This is an optimization exercise on Yosys and OpenROAD, whose aim is small area, a short achievable clock period and few clock cycles per item, not a production implementation. No activity file was given, so power comes from the tool's default toggle rates.

== JK ==
==> flow/design.v <==
`timescale 1ns / 1ps
`default_nettype none
package rbv_pkg;
  localparam logic [31:0] CRC_POLY  = 32'h82F6_3B78;
  localparam logic [31:0] CRC_INIT  = 32'hFFFF_FFFF;
  localparam logic [2:0] ST_OK      = 3'd0;
  localparam logic [2:0] ST_TRUNC   = 3'd1;
  localparam logic [2:0] ST_NEG_LEN = 3'd2;
  localparam logic [2:0] ST_BAD_LEN = 3'd3;
  localparam logic [2:0] ST_CRC     = 3'd4;
  function automatic logic [31:0] crc32c_byte(input logic [31:0] crc, input logic [7:0] b);
    logic [31:0] c;
    c = crc ^ {24'h0, b};
    for (int k = 0; k < 8; k++) begin
      c = c[0] ? ((c >> 1) ^ CRC_POLY) : (c >> 1);
    end
    crc32c_byte = c;
  endfunction
endpackage
`default_nettype wire
`timescale 1ns / 1ps
`default_nettype none
module record_batch_validator
(
  input  logic               clk,
  input  logic               rst,
  input  logic               in_valid,
  output logic               in_ready,
  input  logic [7:0]         data_byte,
  input  logic               end_of_span,
  input  logic               cfg_write,
  input  logic               cfg_data,
  output logic               out_valid,
  input  logic               out_ready,
  output logic               kind,
  output logic [7:0]         payload_byte,
  output logic [2:0]         status,
  output logic signed [63:0] batch_base,
  output logic [15:0]        attributes,
  output logic signed [63:0] writer_id,
  output logic signed [15:0] writer_epoch,
  output logic signed [31:0] first_seq,
  output logic signed [31:0] rec_count,
  output logic [31:0]        batch_size,
  output logic signed [63:0] final_offset,
  output logic               is_last
);
  logic       rv;          
  logic [7:0] rb;
  logic       re;
  logic       sv;          
  logic [7:0] sb;
  logic       se;
  logic       consume;     
  assign in_ready = !sv;
  always_ff @(posedge clk) begin
    if (rst) begin
      rv <= 1'b0;
      sv <= 1'b0;
    end else if (rv && !consume) begin
      if (in_valid && !sv) sv <= 1'b1;
    end else if (sv) begin
      rv <= 1'b1;
      sv <= 1'b0;
    end else begin
      rv <= in_valid;
    end
  end
  always_ff @(posedge clk) begin
    if (!sv) begin
      sb <= data_byte;
      se <= end_of_span;
    end
    if (!rv || consume) begin
      rb <= sv ? sb : data_byte;
      re <= sv ? se : end_of_span;
    end
  end
  logic [31:0] cnt;        
  logic        pay;        
  logic        vdone;      
  logic        peek_mode;
  logic [63:0] bb_n;
  logic [31:0] tot_n;      
  logic        tcarry;
  logic        neg;        
  logic [31:0] hcrc_n;
  logic [15:0] attr_n;
  logic [63:0] wid_n;
  logic [15:0] ep_n;
  logic [31:0] seq_n;
  logic [31:0] rc_n;
  logic [31:0] crc;
  logic [63:0] fo_n;
  logic        ov;
  logic        okind;
  logic [2:0]  ost;
  logic        ohide;      
  logic        obhide;     
  logic [7:0]  pr;         
  logic        vpend;      
  logic        vchk;       
  logic [2:0]  vst;        
  logic        fbusy;      
  logic [5:0]  cl;         
  logic        hdr;        
  logic        outfree;    
  logic        payfree;    
  logic        p0;
  logic        act;
  logic        crcok;
  logic        is_last_pl;
  logic        at35;
  assign cl       = cnt[5:0];
  assign outfree  = !vpend && (!ov || out_ready);
  assign payfree  = !ov || okind || out_ready;
  assign p0       = !pay && (cl == 6'd1);
  assign consume  = rv && (vdone || outfree || (p0 && !re && payfree));
  assign act      = consume && !vdone;
  assign hdr      = !pay && !vdone;
  assign at35     = !pay && (cl == 6'd36);
  assign crcok    = (crc == hcrc_n);
  assign is_last_pl = (cnt == ~tot_n);
  logic [7:0] tsum;
  logic       tco;
  assign {tco, tsum} = {1'b0, (cl == 6'd12) ? {1'b0, rb[6:0]} : rb}
                     + ((cl == 6'd9) ? 9'd12 : {8'd0, tcarry});
  always_ff @(posedge clk) begin
    if (rst) begin
      cnt   <= 32'd1;
      pay   <= 1'b0;
      vdone <= 1'b0;
    end else if (consume) begin
      if (re) begin
        cnt   <= 32'd1;
        pay   <= 1'b0;
        vdone <= 1'b0;
      end else if (!vdone) begin
        cnt <= cnt + 32'd1;
        if (at35) begin
          pay   <= 1'b1;
          vdone <= neg || (~tot_n < 32'd36) || peek_mode || (~tot_n == 32'd36);
        end else if (pay) begin
          vdone <= is_last_pl;
        end
      end
    end
  end
  logic hw;
  assign hw = rv && !vdone && !pay && outfree;
  always_ff @(posedge clk) begin
    if (hw) begin
      case (cl)
        6'd2:  bb_n[15:0] <= ~{rb, pr};
        6'd3:  bb_n[23:16] <= ~rb;
        6'd4:  bb_n[31:24] <= ~rb;
        6'd5:  bb_n[39:32] <= ~rb;
        6'd6:  bb_n[47:40] <= ~rb;
        6'd7:  bb_n[55:48] <= ~rb;
        6'd8:  bb_n[63:56] <= ~rb;
        6'd9:  begin tot_n[7:0] <= ~tsum; tcarry <= tco; end
        6'd10: begin tot_n[15:8] <= ~tsum; tcarry <= tco; end
        6'd11: begin tot_n[23:16] <= ~tsum; tcarry <= tco; end
        6'd12: begin tot_n[31:24] <= ~tsum; neg <= rb[7]; end
        6'd13: hcrc_n[7:0] <= ~rb;
        6'd14: hcrc_n[15:8] <= ~rb;
        6'd15: hcrc_n[23:16] <= ~rb;
        6'd16: hcrc_n[31:24] <= ~rb;
        6'd17: attr_n[7:0] <= ~rb;
        6'd18: attr_n[15:8] <= ~rb;
        6'd19: wid_n[7:0] <= ~rb;
        6'd20: wid_n[15:8] <= ~rb;
        6'd21: wid_n[23:16] <= ~rb;
        6'd22: wid_n[31:24] <= ~rb;
        6'd23: wid_n[39:32] <= ~rb;
        6'd24: wid_n[47:40] <= ~rb;
        6'd25: wid_n[55:48] <= ~rb;
        6'd26: wid_n[63:56] <= ~rb;
        6'd27: ep_n[7:0] <= ~rb;
        6'd28: ep_n[15:8] <= ~rb;
        6'd29: seq_n[7:0] <= ~rb;
        6'd30: seq_n[15:8] <= ~rb;
        6'd31: seq_n[23:16] <= ~rb;
        6'd32: seq_n[31:24] <= ~rb;
        6'd33: rc_n[7:0] <= ~rb;
        6'd34: rc_n[15:8] <= ~rb;
        6'd35: rc_n[23:16] <= ~rb;
        6'd36: rc_n[31:24] <= ~rb;
        default: ;
      endcase
    end
  end
  always_ff @(posedge clk) begin
    if (act) begin
      if (!pay && cl <= 6'd16) crc <= rbv_pkg::CRC_INIT;
      else                     crc <= rbv_pkg::crc32c_byte(crc, rb);
    end
  end
  logic [2:0] fsq;         
  logic       fcar;        
  logic       fbw;         
  logic       f_shift;
  logic       f_add;
  logic [7:0] f_addend;
  logic [7:0] f_lane0;
  logic [8:0] f_sum;
  logic [7:0] f_dec;
  assign f_shift  = act && !pay && (cl >= 6'd2) && (cl <= 6'd9);
  assign f_add    = (act && !pay && (cl >= 6'd34) && (cl <= 6'd36)) || (fsq != 3'd0);
  assign f_addend = (fsq >= 3'd2) ? {8{!rc_n[31]}} : pr;
  assign f_lane0  = ~fo_n[7:0];
  assign f_sum    = {1'b0, f_lane0} + {1'b0, f_addend} + {8'd0, fcar};
  assign f_dec    = pr - {7'd0, fbw};
  assign fbusy    = (fsq != 3'd0) && (fsq != 3'd5);
  always_ff @(posedge clk) begin
    if (f_shift || f_add) begin
      fo_n <= {f_shift ? ~f_dec : ~f_sum[7:0], fo_n[63:8]};
    end
    if (act && p0) begin
      fbw <= 1'b1;
    end else if (f_shift) begin
      fbw <= fbw && (pr == 8'd0);
    end
    if (act && !pay && cl == 6'd33) begin
      fcar <= 1'b0;
    end else if (f_add) begin
      fcar <= f_sum[8];
    end
  end
  always_ff @(posedge clk) begin
    if (rst) begin
      fsq <= 3'd0;
    end else if (act && at35) begin
      fsq <= 3'd1;
    end else if (fsq == 3'd5) begin
      fsq <= 3'd0;
    end else if (fsq != 3'd0) begin
      fsq <= fsq + 3'd1;
    end
  end
  always_ff @(posedge clk) begin
    if (rst) begin
      peek_mode <= 1'b0;
    end else if (cfg_write) begin
      peek_mode <= cfg_data;
    end
  end
  always_ff @(posedge clk) begin
    if (act) pr <= rb;
  end
  logic       ov_d;
  logic       okind_d;
  logic [2:0] ost_d;
  always_comb begin
    ov_d    = ov;
    okind_d = okind;
    ost_d   = ost;
    if (act && !pay && cl < 6'd36 && re) begin
      ov_d    = 1'b1;
      okind_d = 1'b1;
      ost_d   = rbv_pkg::ST_TRUNC;
    end else if (act && pay) begin
      ov_d    = 1'b1;
      okind_d = 1'b0;
      ost_d   = rbv_pkg::ST_OK;
    end else if (vpend && (!ov || out_ready) && !fbusy) begin
      ov_d    = 1'b1;
      okind_d = 1'b1;
      ost_d   = vchk ? (crcok ? rbv_pkg::ST_OK : rbv_pkg::ST_CRC) : vst;
    end else if (ov && out_ready) begin
      ov_d    = 1'b0;
    end
  end
  always_ff @(posedge clk) begin
    okind  <= okind_d;
    ost    <= ost_d;
    ohide  <= !okind_d || (ost_d == rbv_pkg::ST_TRUNC);
    obhide <= !okind_d || (ost_d == rbv_pkg::ST_TRUNC) || (ost_d == rbv_pkg::ST_NEG_LEN);
  end
  always_ff @(posedge clk) begin
    if (rst) begin
      ov    <= 1'b0;
      vpend <= 1'b0;
    end else begin
      ov <= ov_d;
      if (act && pay) begin
        if (is_last_pl) begin
          vpend <= 1'b1;
          vchk  <= 1'b1;
          vst   <= rbv_pkg::ST_OK;
        end else if (re) begin
          vpend <= 1'b1;
          vchk  <= 1'b0;
          vst   <= rbv_pkg::ST_BAD_LEN;
        end
      end else if (!(act && !pay && cl < 6'd36 && re) && vpend && (!ov || out_ready) && !fbusy) begin
        vpend <= 1'b0;
      end
      if (vpend && vchk) begin
        vchk <= 1'b0;
        vst  <= crcok ? rbv_pkg::ST_OK : rbv_pkg::ST_CRC;
      end
      if (act && at35) begin
        if (neg) begin
          vpend <= 1'b1; vchk <= 1'b0; vst <= rbv_pkg::ST_NEG_LEN;
        end else if (~tot_n < 32'd36) begin
          vpend <= 1'b1; vchk <= 1'b0; vst <= rbv_pkg::ST_BAD_LEN;
        end else if (peek_mode) begin
          vpend <= 1'b1; vchk <= 1'b0; vst <= rbv_pkg::ST_OK;
        end else if (~tot_n == 32'd36) begin
          vpend <= 1'b1; vchk <= 1'b1; vst <= rbv_pkg::ST_OK;
        end else if (re) begin
          vpend <= 1'b1; vchk <= 1'b0; vst <= rbv_pkg::ST_BAD_LEN;
        end
      end
    end
  end
  assign out_valid    = ov;
  assign kind         = okind;
  assign is_last      = okind;
  assign status       = ost;
  assign payload_byte = pr & {8{!okind}};
  assign batch_base   = ~(bb_n | {64{ohide}});
  assign attributes   = ~(attr_n | {16{ohide}});
  assign writer_id    = ~(wid_n | {64{ohide}});
  assign writer_epoch = ~(ep_n | {16{ohide}});
  assign first_seq    = ~(seq_n | {32{ohide}});
  assign rec_count    = ~(rc_n | {32{ohide}});
  assign batch_size   = ~(tot_n | {32{obhide}});
  assign final_offset = ~(fo_n | {64{ohide}});
endmodule
`default_nettype wire
export LEC_CHECK = 0
export ABC_CLOCK_PERIOD_IN_PS = 2800
export CAP_MARGIN = 20
export CORE_MARGIN = 2
export CORE_UTILIZATION = 60
export PLACE_DENSITY = 0.75
export SETUP_SLACK_MARGIN = 4.0
export SLEW_MARGIN = 20
create_clock -name core_clock -period 7.0 [get_ports {clk}]
standard.sh (not shown) runs the stock make flow with config.mk's settings and CLKGATE_MAP_FILE= SYNTH_SCRIPT=/design/flow/synth_recipe.tcl, a recipe that flattens the netlist after the stock synthesis.
==> flow/flow/run.sh <==
#!/bin/bash
# Standard layout, except that the port buffers are the small sky130 buffer
# instead of the delay buffer buffer_ports picks by default.
set -uo pipefail
bash standard.sh synth > synth.log 2>&1 || exit 1
export BUFFER_PORTS_ARGS="-buffer_cell sky130_fd_sc_hd__buf_1"
bash standard.sh > layout.log 2>&1
JK | stages: all done | timing, DRC, antenna: all pass
Here is what was changed in the inputs of MS compared with JK.
-- flow/design.v --
<<< JK, line 147
    end
  end
  logic hw;
  assign hw = rv && !vdone && !pay && outfree;
  always_ff @(posedge clk) begin
    if (hw) begin
      case (cl)
        6'd2:  bb_n[15:0] <= ~{rb, pr};
>>> MS, line 147
    end
  end
  always_ff @(posedge clk) begin
    if (act && !pay) begin
      case (cl)
        6'd2:  bb_n[15:0] <= ~{rb, pr};
<<< JK, line 249
    if (act) pr <= rb;
  end
  logic       ov_d;
  logic       okind_d;
  logic [2:0] ost_d;
  always_comb begin
    ov_d    = ov;
    okind_d = okind;
    ost_d   = ost;
    if (act && !pay && cl < 6'd36 && re) begin
      ov_d    = 1'b1;
      okind_d = 1'b1;
      ost_d   = rbv_pkg::ST_TRUNC;
    end else if (act && pay) begin
      ov_d    = 1'b1;
      okind_d = 1'b0;
      ost_d   = rbv_pkg::ST_OK;
    end else if (vpend && (!ov || out_ready) && !fbusy) begin
      ov_d    = 1'b1;
      okind_d = 1'b1;
      ost_d   = vchk ? (crcok ? rbv_pkg::ST_OK : rbv_pkg::ST_CRC) : vst;
    end else if (ov && out_ready) begin
      ov_d    = 1'b0;
    end
  end
  always_ff @(posedge clk) begin
    okind  <= okind_d;
    ost    <= ost_d;
    ohide  <= !okind_d || (ost_d == rbv_pkg::ST_TRUNC);
    obhide <= !okind_d || (ost_d == rbv_pkg::ST_TRUNC) || (ost_d == rbv_pkg::ST_NEG_LEN);
  end
  always_ff @(posedge clk) begin
    if (rst) begin
>>> MS, line 247
    if (act) pr <= rb;
  end
  always_ff @(posedge clk) begin
    if (rst) begin
<<< JK, line 283
      vpend <= 1'b0;
    end else begin
      ov <= ov_d;
      if (act && pay) begin
        if (is_last_pl) begin
          vpend <= 1'b1;
>>> MS, line 252
      vpend <= 1'b0;
    end else begin
      if (act && !pay && cl < 6'd36 && re) begin
        ov    <= 1'b1;
        okind <= 1'b1;
        ost   <= rbv_pkg::ST_TRUNC;
        ohide <= 1'b1;
        obhide <= 1'b1;
      end else if (act && pay) begin
        ov    <= 1'b1;
        okind <= 1'b0;
        ost   <= rbv_pkg::ST_OK;
        ohide <= 1'b1;
        obhide <= 1'b1;
        if (is_last_pl) begin
          vpend <= 1'b1;
<<< JK, line 294
          vst   <= rbv_pkg::ST_BAD_LEN;
        end
      end else if (!(act && !pay && cl < 6'd36 && re) && vpend && (!ov || out_ready) && !fbusy) begin
        vpend <= 1'b0;
      end
      if (vpend && vchk) begin
>>> MS, line 273
          vst   <= rbv_pkg::ST_BAD_LEN;
        end
      end else if (vpend && (!ov || out_ready) && !fbusy) begin
        ov    <= 1'b1;
        okind <= 1'b1;
        ost   <= vchk ? (crcok ? rbv_pkg::ST_OK : rbv_pkg::ST_CRC) : vst;
        ohide <= 1'b0;
        obhide <= !vchk && (vst == rbv_pkg::ST_NEG_LEN);
        vpend <= 1'b0;
      end else if (ov && out_ready) begin
        ov <= 1'b0;
      end
      if (vpend && vchk) begin
Results
Going from JK to MS, reg-to-reg setup timing slack increased 0.05 ns; routed via count decreased 259; power consumption decreased 0.16 mW. In MS, area taken by flip-flops and latches is higher than in JK. Looking at mean instance size in the synthesized netlist, MS sits above JK. The cell with the largest stage delay on the worst path comes out edfxtp_1 in one run and dfxtp_4 in the other, namely in MS and JK respectively. | mean routed wirelength per cell | lower: JK |. Where worst hold slack is concerned, JK is outperformed by MS. Between MS and JK, the difference in final area is negligible. Between JK and MS, the flow reports number of instances in the synthesized netlist decreasing by a few percent.
No run of this note included a check of the RTL's function; only the layout flow was run.

## what the ideal ports hide
No port has a modelled driver above. Below, the same layouts with a new extraction and two added sets of constraints.
Step 1, drivers: a clkbuf_16 drives clk and a buf_2 each remaining input, both assumed.
Step 2 moves the port delays by t, midway between the first and last clock arrival at a register: inputs arrive t later, outputs are due t later. That takes back most of the time a late clock gives input paths.
Slacks: no drivers / after step 1 / after step 2; pairs: no drivers / after step 1.
| run | t, ns | setup slack, ns | worst hold slack (ns) | slew at the worst register clock pin (ns) | cell pins on the clock port's net |
|---|---|---|---|---|---|
| JK | 0.611 | 3.928 / 3.874 / 3.457 | 0.444 / 0.444 / 0.444 | 0.07 / 0.07 | 1 |
| MS | 0.592 | 3.750 / 3.697 / 3.531 | 0.450 / 0.450 / 0.450 | 0.06 / 0.06 | 1 |
After both steps every run listed still meets setup and hold. The setup slack of JK, which loses most, moves by -0.054 ns with the drivers and by -0.471 ns with both steps.
